This design comes from an exercise in tuning for small area and a short achievable clock period on the open sky130 flow, not from production work. Only simulation tests tie the RTL to the original design; equivalence was not proved.

==> inputs of wip/umber <==
==> flow/design.v <==
`default_nettype none
package bdpd_pkg;
    localparam int unsigned VALUE_W = 32;
    localparam int unsigned POS_W   = 16;
    localparam int unsigned COUNT_W = 7;
    typedef enum logic [1:0] {
        CMD_PUSH_FRONT = 2'd0,
        CMD_POP_FRONT  = 2'd1,
        CMD_POP_BACK   = 2'd2,
        CMD_DELETE_AT  = 2'd3
    } cmd_t;
    typedef enum logic [1:0] {
        ST_DONE    = 2'd0,
        ST_EMPTY   = 2'd1,
        ST_FULL    = 2'd2,
        ST_IGNORED = 2'd3
    } status_t;
    typedef enum logic [1:0] {
        CELL_HOLD   = 2'd0,
        CELL_PUSH   = 2'd1,
        CELL_REMOVE = 2'd2
    } cell_op_t;
    typedef struct packed {
        cell_op_t           op;
        logic [POS_W-1:0]   del_idx;
    } cell_ctl_t;
    typedef struct packed {
        cmd_t                       command;
        logic signed [VALUE_W-1:0]  value;
        logic signed [POS_W-1:0]    position;
    } in_word_t;
    typedef struct packed {
        status_t                    status;
        logic [COUNT_W-1:0]         count;
        logic signed [VALUE_W-1:0]  front_value;
        logic signed [VALUE_W-1:0]  back_value;
    } out_word_t;
endpackage
`default_nettype wire
`default_nettype none
module bdpd_cell (
    input  wire logic                                clk,
    input  wire logic                                push,
    input  wire logic                                remove,
    input  wire logic [bdpd_pkg::VALUE_W-1:0]        left_value,
    input  wire logic [bdpd_pkg::VALUE_W-1:0]        right_value,
    output logic [bdpd_pkg::VALUE_W-1:0]             value
);
    logic hold;
    assign hold = ~push & ~remove;
    always_ff @(posedge clk)
    begin
        value <= ({bdpd_pkg::VALUE_W{push}}   & left_value)
               | ({bdpd_pkg::VALUE_W{remove}} & right_value)
               | ({bdpd_pkg::VALUE_W{hold}}   & value);
    end
endmodule
`default_nettype wire
`default_nettype none
module bdpd_ctrl #(
    parameter int DEPTH   = 32,
    parameter int COUNT_W = 6
) (
    input  wire logic                  start,
    input  wire bdpd_pkg::in_word_t    item,
    input  wire logic [COUNT_W-1:0]    count,
    output logic                       push_en,
    output logic                       rem_en,
    output logic                       back_in,
    output logic                       back_pen,
    output logic                       front_clr,
    output logic [DEPTH-1:0]           shift,
    output bdpd_pkg::status_t          status
);
    logic                 is_push;
    logic                 is_popf;
    logic                 is_popb;
    logic                 is_del;
    logic                 pos_small;
    logic [COUNT_W-1:0]   p;
    logic                 del_ok;
    logic                 empty;
    logic                 full;
    logic                 single;
    assign empty     = (count == '0);
    assign full      = count[COUNT_W-1];
    assign single    = (count == COUNT_W'(1));
    assign is_push   = start & (item.command == bdpd_pkg::CMD_PUSH_FRONT);
    assign is_popf   = start & (item.command == bdpd_pkg::CMD_POP_FRONT);
    assign is_popb   = start & (item.command == bdpd_pkg::CMD_POP_BACK);
    assign is_del    = start & (item.command == bdpd_pkg::CMD_DELETE_AT);
    assign pos_small = ~|item.position[bdpd_pkg::POS_W-1:COUNT_W];
    assign p         = item.position[COUNT_W-1:0];
    assign del_ok    = pos_small & (p <= count);
    assign push_en   = is_push & ~full;
    assign rem_en    = ~empty & (is_popf | is_popb | (is_del & del_ok));
    assign back_in   = push_en & empty;
    assign back_pen  = (rem_en & (is_popb | single | (is_del & (p == count))))
                     | (start & ~is_push & empty);
    assign front_clr = (start & ~is_push & empty) | (is_popb & single);
    for (genvar i = 0; i < DEPTH; i++)
    begin : g_shift
        assign shift[i] = is_popf | (is_del & pos_small & (p <= COUNT_W'(i + 1)));
    end
    always_comb
    begin
        status = bdpd_pkg::ST_DONE;
        case (item.command)
            bdpd_pkg::CMD_PUSH_FRONT: if (full)  status = bdpd_pkg::ST_FULL;
            bdpd_pkg::CMD_POP_FRONT:  if (empty) status = bdpd_pkg::ST_EMPTY;
            bdpd_pkg::CMD_POP_BACK:   if (empty) status = bdpd_pkg::ST_EMPTY;
            default:
                if (empty)        status = bdpd_pkg::ST_EMPTY;
                else if (!del_ok) status = bdpd_pkg::ST_IGNORED;
        endcase
    end
endmodule
`default_nettype wire
`default_nettype none
module bounded_deque_positional_delete_core #(
    parameter int DEPTH = 32
) (
    input  wire logic                  clk,
    input  wire logic                  rst_n,
    input  wire logic                  start,
    input  wire logic [49:0]           item,
    output logic                       busy,
    output logic                       done,
    output logic [72:0]                result
);
    localparam int W       = bdpd_pkg::VALUE_W;
    localparam int COUNT_W = $clog2(DEPTH + 1);
    bdpd_pkg::in_word_t     item_w;
    assign item_w = item;
    logic [W-1:0]           word [DEPTH];
    logic [COUNT_W-1:0]     count;
    bdpd_pkg::status_t      status;
    logic                   done_reg;
    logic [W-1:0]           back;
    logic                   push_en;
    logic                   rem_en;
    logic                   back_in;
    logic                   back_pen;
    logic                   front_clr;
    logic [DEPTH-1:0]       shift;
    bdpd_pkg::status_t      status_next;
    logic [W-1:0]           pen;
    logic                   front_keep;
    logic                   two;
    bdpd_ctrl #(
        .DEPTH   (DEPTH),
        .COUNT_W (COUNT_W)
    ) u_ctrl (
        .start     (start),
        .item      (item_w),
        .count     (count),
        .push_en   (push_en),
        .rem_en    (rem_en),
        .back_in   (back_in),
        .back_pen  (back_pen),
        .front_clr (front_clr),
        .shift     (shift),
        .status    (status_next)
    );
    assign two = |count[COUNT_W-1:1];
    assign front_keep = ~push_en & ~shift[0] & ~front_clr;
    always_ff @(posedge clk)
    begin
        word[0] <= ({W{push_en}}                & item_w.value)
                 | ({W{~push_en & shift[0] & two}} & word[1])
                 | ({W{front_keep}}             & word[0]);
    end
    for (genvar i = 1; i < DEPTH; i++)
    begin : g_cell
        if (i < DEPTH - 1)
        begin : g_mid
            bdpd_cell u_cell (
                .clk         (clk),
                .push        (push_en),
                .remove      (shift[i]),
                .left_value  (word[i-1]),
                .right_value (word[i+1]),
                .value       (word[i])
            );
        end
        else
        begin : g_last
            bdpd_cell u_cell (
                .clk         (clk),
                .push        (push_en),
                .remove      (1'b0),
                .left_value  (word[i-1]),
                .right_value (word[i]),
                .value       (word[i])
            );
        end
    end
    always_comb
    begin
        pen = '0;
        for (int i = 0; i < DEPTH - 1; i++)
        begin
            if (count == COUNT_W'(i + 2))
                pen = pen | word[i];
        end
    end
    always_ff @(posedge clk)
    begin
        if (start)
            status <= status_next;
        if (back_in)
            back <= item_w.value;
        else if (back_pen)
            back <= pen;
    end
    always_ff @(posedge clk or negedge rst_n)
    begin
        if (!rst_n)
        begin
            count    <= '0;
            done_reg <= 1'b0;
        end
        else
        begin
            done_reg <= start;
            if (push_en)
                count <= count + COUNT_W'(1);
            else if (rem_en)
                count <= count - COUNT_W'(1);
        end
    end
    assign busy   = 1'b0;
    assign done   = done_reg;
    assign result = {status, bdpd_pkg::COUNT_W'(count), word[0], back};
endmodule
`default_nettype wire
==> flow/run.sh <==
#!/bin/bash
# synth_recipe.tcl (not shown) runs the flow's synth.tcl, then flattens the netlist and writes it again
# the make line also repeats each setting of config.mk as NAME=value (left out here)
make -C /OpenROAD-flow-scripts/flow DESIGN_CONFIG=/design/flow/config.mk WORK_HOME=/design/flow/orfs CLKGATE_MAP_FILE= SYNTH_SCRIPT=/design/flow/synth_recipe.tcl finish
==> flow/config.mk <==
export PLATFORM = sky130hd
export DESIGN_NAME = bounded_deque_positional_delete_core
export DESIGN_NICKNAME = bounded_deque_positional_delete_core
export VERILOG_FILES = /design/flow/design.v
export SDC_FILE = /design/flow/constraint.sdc
export NUM_CORES = 4
export LEC_CHECK = 0
export CAP_MARGIN = 20
export CORE_MARGIN = 2
export CORE_UTILIZATION = 45
export PLACE_DENSITY = 0.55
export SETUP_SLACK_MARGIN = 3.3
export SLEW_MARGIN = 20
export TNS_END_PERCENT = 5
==> flow/constraint.sdc <==
create_clock -name core_clock -period 6.0 [get_ports {clk}]
set_input_delay 1.2000 -clock core_clock [delete_from_list [all_inputs] [get_ports {clk}]]
set_output_delay 1.2000 -clock core_clock [all_outputs]
set_load 0.01 [all_outputs]
==> wip/quartz: changes against wip/umber <==
==> flow/design.v, changed modules only <==
module bdpd_cell (
    input  wire logic                                clk,
    input  wire logic                                push,
    input  wire logic                                remove,
    input  wire logic [bdpd_pkg::VALUE_W-1:0]        left_value,
    input  wire logic [bdpd_pkg::VALUE_W-1:0]        right_value,
    output logic [bdpd_pkg::VALUE_W-1:0]             value
);
    always_ff @(posedge clk)
    begin
        if (push)
            value <= left_value;
        else if (remove)
            value <= right_value;
    end
endmodule
module bdpd_ctrl #(
    parameter int DEPTH   = 32,
    parameter int COUNT_W = 6
) (
    input  wire logic                  start,
    input  wire bdpd_pkg::in_word_t    item,
    input  wire logic [DEPTH-1:0]      valid,
    input  wire logic [COUNT_W-1:0]    count,
    output logic                       push_en,
    output logic                       rem_en,
    output logic                       back_in,
    output logic                       back_pen,
    output logic                       front_clr,
    output logic [DEPTH-1:0]           shift,
    output bdpd_pkg::status_t          status
);
    logic                 is_push;
    logic                 is_popf;
    logic                 is_popb;
    logic                 is_del;
    logic                 pos_small;
    logic [COUNT_W-1:0]   p;
    logic                 del_ok;
    logic                 empty;
    logic                 full;
    assign empty     = ~valid[0];
    assign full      = valid[DEPTH-1];
    assign is_push   = start & (item.command == bdpd_pkg::CMD_PUSH_FRONT);
    assign is_popf   = start & (item.command == bdpd_pkg::CMD_POP_FRONT);
    assign is_popb   = start & (item.command == bdpd_pkg::CMD_POP_BACK);
    assign is_del    = start & (item.command == bdpd_pkg::CMD_DELETE_AT);
    assign pos_small = (item.position[bdpd_pkg::POS_W-1:COUNT_W] == '0);
    assign p         = item.position[COUNT_W-1:0];
    assign del_ok    = pos_small & (p <= count);
    assign push_en   = is_push & ~full;
    assign rem_en    = ~empty & (is_popf | is_popb | (is_del & del_ok));
    assign back_in   = push_en & empty;
    assign back_pen  = rem_en & (is_popb | ~valid[1] | (is_del & (p == count)));
    assign front_clr = is_popb & ~valid[1];
    for (genvar i = 0; i < DEPTH; i++)
    begin : g_shift
        assign shift[i] = is_popf | (is_del & pos_small & (p <= COUNT_W'(i + 1)));
    end
    always_comb
    begin
        status = bdpd_pkg::ST_DONE;
        case (item.command)
            bdpd_pkg::CMD_PUSH_FRONT: if (full)  status = bdpd_pkg::ST_FULL;
            bdpd_pkg::CMD_POP_FRONT:  if (empty) status = bdpd_pkg::ST_EMPTY;
            bdpd_pkg::CMD_POP_BACK:   if (empty) status = bdpd_pkg::ST_EMPTY;
            default:
                if (empty)        status = bdpd_pkg::ST_EMPTY;
                else if (!del_ok) status = bdpd_pkg::ST_IGNORED;
        endcase
    end
endmodule
module bounded_deque_positional_delete_core #(
    parameter int DEPTH = 32
) (
    input  wire logic                  clk,
    input  wire logic                  rst_n,
    input  wire logic                  start,
    input  wire logic [49:0]           item,
    output logic                       busy,
    output logic                       done,
    output logic [72:0]                result
);
    localparam int W       = bdpd_pkg::VALUE_W;
    localparam int COUNT_W = $clog2(DEPTH + 1);
    bdpd_pkg::in_word_t     item_w;
    assign item_w = item;
    logic [W-1:0]           word [DEPTH];
    logic [DEPTH-1:0]       valid;
    logic [COUNT_W-1:0]     count;
    bdpd_pkg::status_t      status;
    logic                   done_reg;
    logic [W-1:0]           back;
    logic                   push_en;
    logic                   rem_en;
    logic                   back_in;
    logic                   back_pen;
    logic                   front_clr;
    logic [DEPTH-1:0]       shift;
    bdpd_pkg::status_t      status_next;
    logic [W-1:0]           pen;
    logic [DEPTH:0]         valid_up;
    assign valid_up = {1'b0, valid};
    bdpd_ctrl #(
        .DEPTH   (DEPTH),
        .COUNT_W (COUNT_W)
    ) u_ctrl (
        .start     (start),
        .item      (item_w),
        .valid     (valid),
        .count     (count),
        .push_en   (push_en),
        .rem_en    (rem_en),
        .back_in   (back_in),
        .back_pen  (back_pen),
        .front_clr (front_clr),
        .shift     (shift),
        .status    (status_next)
    );
    always_ff @(posedge clk or negedge rst_n)
    begin
        if (!rst_n)
            word[0] <= '0;
        else if (push_en)
            word[0] <= item_w.value;
        else if (shift[0])
            word[0] <= valid[1] ? word[1] : '0;
        else if (front_clr)
            word[0] <= '0;
    end
    for (genvar i = 1; i < DEPTH; i++)
    begin : g_cell
        if (i < DEPTH - 1)
        begin : g_mid
            bdpd_cell u_cell (
                .clk         (clk),
                .push        (push_en),
                .remove      (shift[i]),
                .left_value  (word[i-1]),
                .right_value (word[i+1]),
                .value       (word[i])
            );
        end
        else
        begin : g_last
            bdpd_cell u_cell (
                .clk         (clk),
                .push        (push_en),
                .remove      (1'b0),
                .left_value  (word[i-1]),
                .right_value (word[i]),
                .value       (word[i])
            );
        end
    end
    always_comb
    begin
        pen = '0;
        for (int i = 0; i < DEPTH - 1; i++)
        begin
            if (valid[i+1] && !valid_up[i+2])
                pen = pen | word[i];
        end
    end
    always_ff @(posedge clk or negedge rst_n)
    begin
        if (!rst_n)
        begin
            valid    <= '0;
            count    <= '0;
            status   <= bdpd_pkg::ST_DONE;
            done_reg <= 1'b0;
            back     <= '0;
        end
        else
        begin
            done_reg <= start;
            if (start)
                status <= status_next;
            if (push_en)
            begin
                valid <= {valid[DEPTH-2:0], 1'b1};
                count <= count + COUNT_W'(1);
            end
            else if (rem_en)
            begin
                valid <= {1'b0, valid[DEPTH-1:1]};
                count <= count - COUNT_W'(1);
            end
            if (back_in)
                back <= item_w.value;
            else if (back_pen)
                back <= pen;
        end
    end
    assign busy   = 1'b0;
    assign done   = done_reg;
    assign result = {status, bdpd_pkg::COUNT_W'(count), word[0], back};
endmodule
- CORE_UTILIZATION: 45 -> 35
- PLACE_DENSITY: 0.55 -> 0.5
- SETUP_SLACK_MARGIN: 3.3 -> default
- TNS_END_PERCENT: 5 -> default
==> wip/harbor: changes against wip/umber <==
==> flow/design.v, changed modules only <==
module bdpd_cell (
    input  wire logic                                clk,
    input  wire logic                                push,
    input  wire logic                                remove,
    input  wire logic [bdpd_pkg::VALUE_W-1:0]        left_value,
    input  wire logic [bdpd_pkg::VALUE_W-1:0]        right_value,
    output logic [bdpd_pkg::VALUE_W-1:0]             value,
    output logic [bdpd_pkg::VALUE_W-1:0]             next_value
);
    logic hold;
    assign hold = ~push & ~remove;
    assign next_value = ({bdpd_pkg::VALUE_W{push}}   & left_value)
                      | ({bdpd_pkg::VALUE_W{remove}} & right_value)
                      | ({bdpd_pkg::VALUE_W{hold}}   & value);
    always_ff @(posedge clk)
    begin
        value <= next_value;
    end
endmodule
module bdpd_ctrl #(
    parameter int COUNT_W = 6
) (
    input  wire logic                  start,
    input  wire bdpd_pkg::in_word_t    item,
    input  wire logic [COUNT_W-1:0]    count,
    output logic                       push_en,
    output logic                       rem_en,
    output logic                       front_rm,
    output logic                       back_in,
    output logic                       back_rm,
    output logic                       shift_en,
    output logic [COUNT_W-1:0]         shift_pos,
    output logic                       rem_tail,
    output bdpd_pkg::status_t          status
);
    logic                 is_push;
    logic                 is_popf;
    logic                 is_popb;
    logic                 is_del;
    logic                 pos_small;
    logic [COUNT_W-1:0]   p;
    logic                 del_ok;
    logic                 empty;
    logic                 full;
    logic                 single;
    logic                 front_pos;
    assign empty     = (count == '0);
    assign full      = count[COUNT_W-1];
    assign single    = (count == COUNT_W'(1));
    assign is_push   = start & (item.command == bdpd_pkg::CMD_PUSH_FRONT);
    assign is_popf   = start & (item.command == bdpd_pkg::CMD_POP_FRONT);
    assign is_popb   = start & (item.command == bdpd_pkg::CMD_POP_BACK);
    assign is_del    = start & (item.command == bdpd_pkg::CMD_DELETE_AT);
    assign pos_small = ~|item.position[bdpd_pkg::POS_W-1:COUNT_W];
    assign p         = item.position[COUNT_W-1:0];
    assign del_ok    = pos_small & (p <= count);
    assign front_pos = ~|item.position[bdpd_pkg::POS_W-1:1];
    assign push_en   = is_push & ~full;
    assign rem_en    = ~empty & (is_popf | is_popb | (is_del & del_ok));
    assign front_rm  = ~empty & (is_popf | (is_popb & single) | (is_del & front_pos));
    assign back_in   = push_en & empty;
    assign back_rm   = ~empty & (is_popb | (single & (is_popf | (is_del & front_pos)))
                               | (is_del & pos_small & (p == count)));
    assign rem_tail  = ~empty & (is_popb | (is_del & pos_small
                                 & ((p == count) | ((p + COUNT_W'(1)) == count))));
    assign shift_en   = is_popf | (is_del & pos_small);
    assign shift_pos  = is_popf ? '0 : p;
    always_comb
    begin
        status = bdpd_pkg::ST_DONE;
        case (item.command)
            bdpd_pkg::CMD_PUSH_FRONT: if (full)  status = bdpd_pkg::ST_FULL;
            bdpd_pkg::CMD_POP_FRONT:  if (empty) status = bdpd_pkg::ST_EMPTY;
            bdpd_pkg::CMD_POP_BACK:   if (empty) status = bdpd_pkg::ST_EMPTY;
            default:
                if (empty)        status = bdpd_pkg::ST_EMPTY;
                else if (!del_ok) status = bdpd_pkg::ST_IGNORED;
        endcase
    end
endmodule
module bounded_deque_positional_delete_core #(
    parameter int DEPTH = 32
) (
    input  wire logic                  clk,
    input  wire logic                  rst_n,
    input  wire logic                  start,
    input  wire logic [49:0]           item,
    output logic                       busy,
    output logic                       done,
    output logic [72:0]                result
);
    localparam int W       = bdpd_pkg::VALUE_W;
    localparam int COUNT_W = $clog2(DEPTH + 1);
    bdpd_pkg::in_word_t     item_w;
    assign item_w = item;
    logic [W-1:0]           word [DEPTH];
    logic [W-1:0]           word_next [DEPTH];
    logic                   mv_push;
    logic                   mv_shift;
    logic [COUNT_W-1:0]     mv_pos;
    logic [COUNT_W-1:0]     count;
    bdpd_pkg::status_t      status;
    logic                   done_reg;
    logic [W-1:0]           front;
    logic [W-1:0]           back;
    logic                   push_en;
    logic                   rem_en;
    logic                   front_rm;
    logic                   back_in;
    logic                   back_rm;
    logic                   shift_en;
    logic [COUNT_W-1:0]     shift_pos;
    logic                   rem_tail;
    bdpd_pkg::status_t      status_next;
    logic [DEPTH-1:0]       shift;
    logic [W-1:0]           second;
    logic [W-1:0]           pen;
    logic [DEPTH:0]         count_hot;
    logic [DEPTH-1:0]       pen_sel_next;
    logic [DEPTH-1:0]       pen_sel;
    logic                   pen_front_next;
    logic                   pen_front;
    logic                   two;
    bdpd_ctrl #(
        .COUNT_W (COUNT_W)
    ) u_ctrl (
        .start      (start),
        .item       (item_w),
        .count      (count),
        .push_en    (push_en),
        .rem_en     (rem_en),
        .front_rm   (front_rm),
        .back_in    (back_in),
        .back_rm    (back_rm),
        .shift_en   (shift_en),
        .shift_pos  (shift_pos),
        .rem_tail (rem_tail),
        .status     (status_next)
    );
    for (genvar i = 0; i < DEPTH; i++)
    begin : g_shift
        assign shift[i] = mv_shift & (mv_pos <= COUNT_W'(i + 1));
    end
    assign word_next[0] = front;
    always_ff @(posedge clk)
    begin
        word[0] <= word_next[0];
    end
    for (genvar i = 1; i < DEPTH; i++)
    begin : g_cell
        if (i < DEPTH - 1)
        begin : g_mid
            bdpd_cell u_cell (
                .clk         (clk),
                .push        (mv_push),
                .remove      (shift[i]),
                .left_value  (word[i-1]),
                .right_value (word[i+1]),
                .value       (word[i]),
                .next_value  (word_next[i])
            );
        end
        else
        begin : g_last
            bdpd_cell u_cell (
                .clk         (clk),
                .push        (mv_push),
                .remove      (1'b0),
                .left_value  (word[i-1]),
                .right_value (word[i]),
                .value       (word[i]),
                .next_value  (word_next[i])
            );
        end
    end
    assign two = |count[COUNT_W-1:1];
    assign second = word_next[1];
    always_comb
    begin
        for (int i = 0; i <= DEPTH; i++)
            count_hot[i] = (count == COUNT_W'(i));
    end
    always_comb
    begin
        for (int i = 0; i < DEPTH; i++)
        begin
            if (rem_tail)
                pen_sel_next[i] = (i + 3 <= DEPTH) ? count_hot[(i + 3 <= DEPTH) ? i + 3 : 0] : 1'b0;
            else if (rem_en && i == 0)
                pen_sel_next[i] = 1'b0;
            else
                pen_sel_next[i] = (i + 2 <= DEPTH) ? count_hot[(i + 2 <= DEPTH) ? i + 2 : 0] : 1'b0;
        end
    end
    assign pen_front_next = push_en & count_hot[1];
    always_ff @(posedge clk)
    begin
        pen_sel   <= pen_sel_next;
        pen_front <= pen_front_next;
    end
    always_comb
    begin
        pen = {W{pen_front}} & front;
        for (int i = 0; i < DEPTH; i++)
        begin
            if (pen_sel[i])
                pen = pen | word[i];
        end
    end
    always_ff @(posedge clk)
    begin
        mv_pos   <= shift_pos;
        if (start)
            status <= status_next;
    end
    always_ff @(posedge clk or negedge rst_n)
    begin
        if (!rst_n)
        begin
            mv_push  <= 1'b0;
            mv_shift <= 1'b0;
            count    <= '0;
            done_reg <= 1'b0;
            front    <= '0;
            back     <= '0;
        end
        else
        begin
            mv_push  <= push_en;
            mv_shift <= shift_en;
            done_reg <= start;
            if (push_en)
                count <= count + COUNT_W'(1);
            else if (rem_en)
                count <= count - COUNT_W'(1);
            if (push_en)
                front <= item_w.value;
            else if (front_rm)
                front <= two ? second : '0;
            if (back_in)
                back <= item_w.value;
            else if (back_rm)
                back <= pen;
        end
    end
    assign busy   = 1'b0;
    assign done   = done_reg;
    assign result = {status, bdpd_pkg::COUNT_W'(count), front, back};
endmodule
==> flow/flow/run.sh (new file) <==
#!/bin/bash
# The standard layout, with the ports buffered by buf_4 cells instead of
# the default choice; make's full output goes to make.log here
set -euo pipefail
bash standard.sh "BUFFER_PORTS_ARGS=-buffer_cell sky130_fd_sc_hd__buf_4" finish > make.log 2>&1
==> flow/standard.sh (new file) <==
#!/bin/bash
# synth_recipe.tcl (not shown) runs the flow's synth.tcl, then flattens the netlist and writes it again
# the make line also repeats each setting of config.mk as NAME=value (left out here)
make -C /OpenROAD-flow-scripts/flow DESIGN_CONFIG=/design/flow/config.mk WORK_HOME=/design/flow/orfs CLKGATE_MAP_FILE= SYNTH_SCRIPT=/design/flow/synth_recipe.tcl "${@:-finish}"
- CTS_CLUSTER_DIAMETER: default -> 100
- CTS_CLUSTER_SIZE: default -> 20
- SETUP_SLACK_MARGIN: 3.3 -> 3.4
- TNS_END_PERCENT: 5 -> 100
removed: flow/run.sh
==> comparison <==
Die area: wip/umber < wip/harbor < wip/quartz.
Against wip/quartz, the maximum frequency of wip/umber is higher by about 34%.
Against wip/umber, the routed wire length of wip/harbor is smaller by 14%.
The highest via count belongs to wip/umber, the lowest to wip/quartz.
The lowest non-clock buffer count belongs to wip/quartz, the highest to wip/umber.
Of wip/harbor and wip/quartz, wip/quartz has the higher final cell count (gap 9.8%, measured against wip/quartz).

static timing again, ports no longer ideal:
In the flow no input, the clock included, has a driving cell. The finished layouts below were timed again as built, in two steps.
Step 1 (the two cells are an assumption about what drives the block):
set clk [get_ports {clk}]
set_driving_cell -lib_cell sky130_fd_sc_hd__clkbuf_16 $clk
set_driving_cell -lib_cell sky130_fd_sc_hd__buf_2 [delete_from_list [all_inputs] $clk]
Step 2, shift: input delay + t, output delay - t, t = (earliest + latest rising clock arrival at the registers) / 2. This alone moves slack from input paths to output paths.
Three values: no drivers, after step 1, after step 2; two values: the first two.
run | t (ns) | setup WS [ns] | hold slack, ns | worst slew at a driven data input, ns
wip/umber | 0.821 | 2.904 / 2.904 / 2.233 | 0.455 / 0.455 / 0.455 | 0.13
wip/quartz | 0.819 | 1.846 / 1.896 / 1.077 | 0.463 / 0.423 / 0.491 | 0.08
wip/harbor | 0.751 | 3.324 / 3.307 / 2.708 | 0.451 / 0.451 / 0.451 | 0.16
After both steps every run listed still meets setup and hold. For wip/quartz, which loses most, drivers alone change the setup slack by +0.050 ns; drivers and shift together by -0.769 ns.
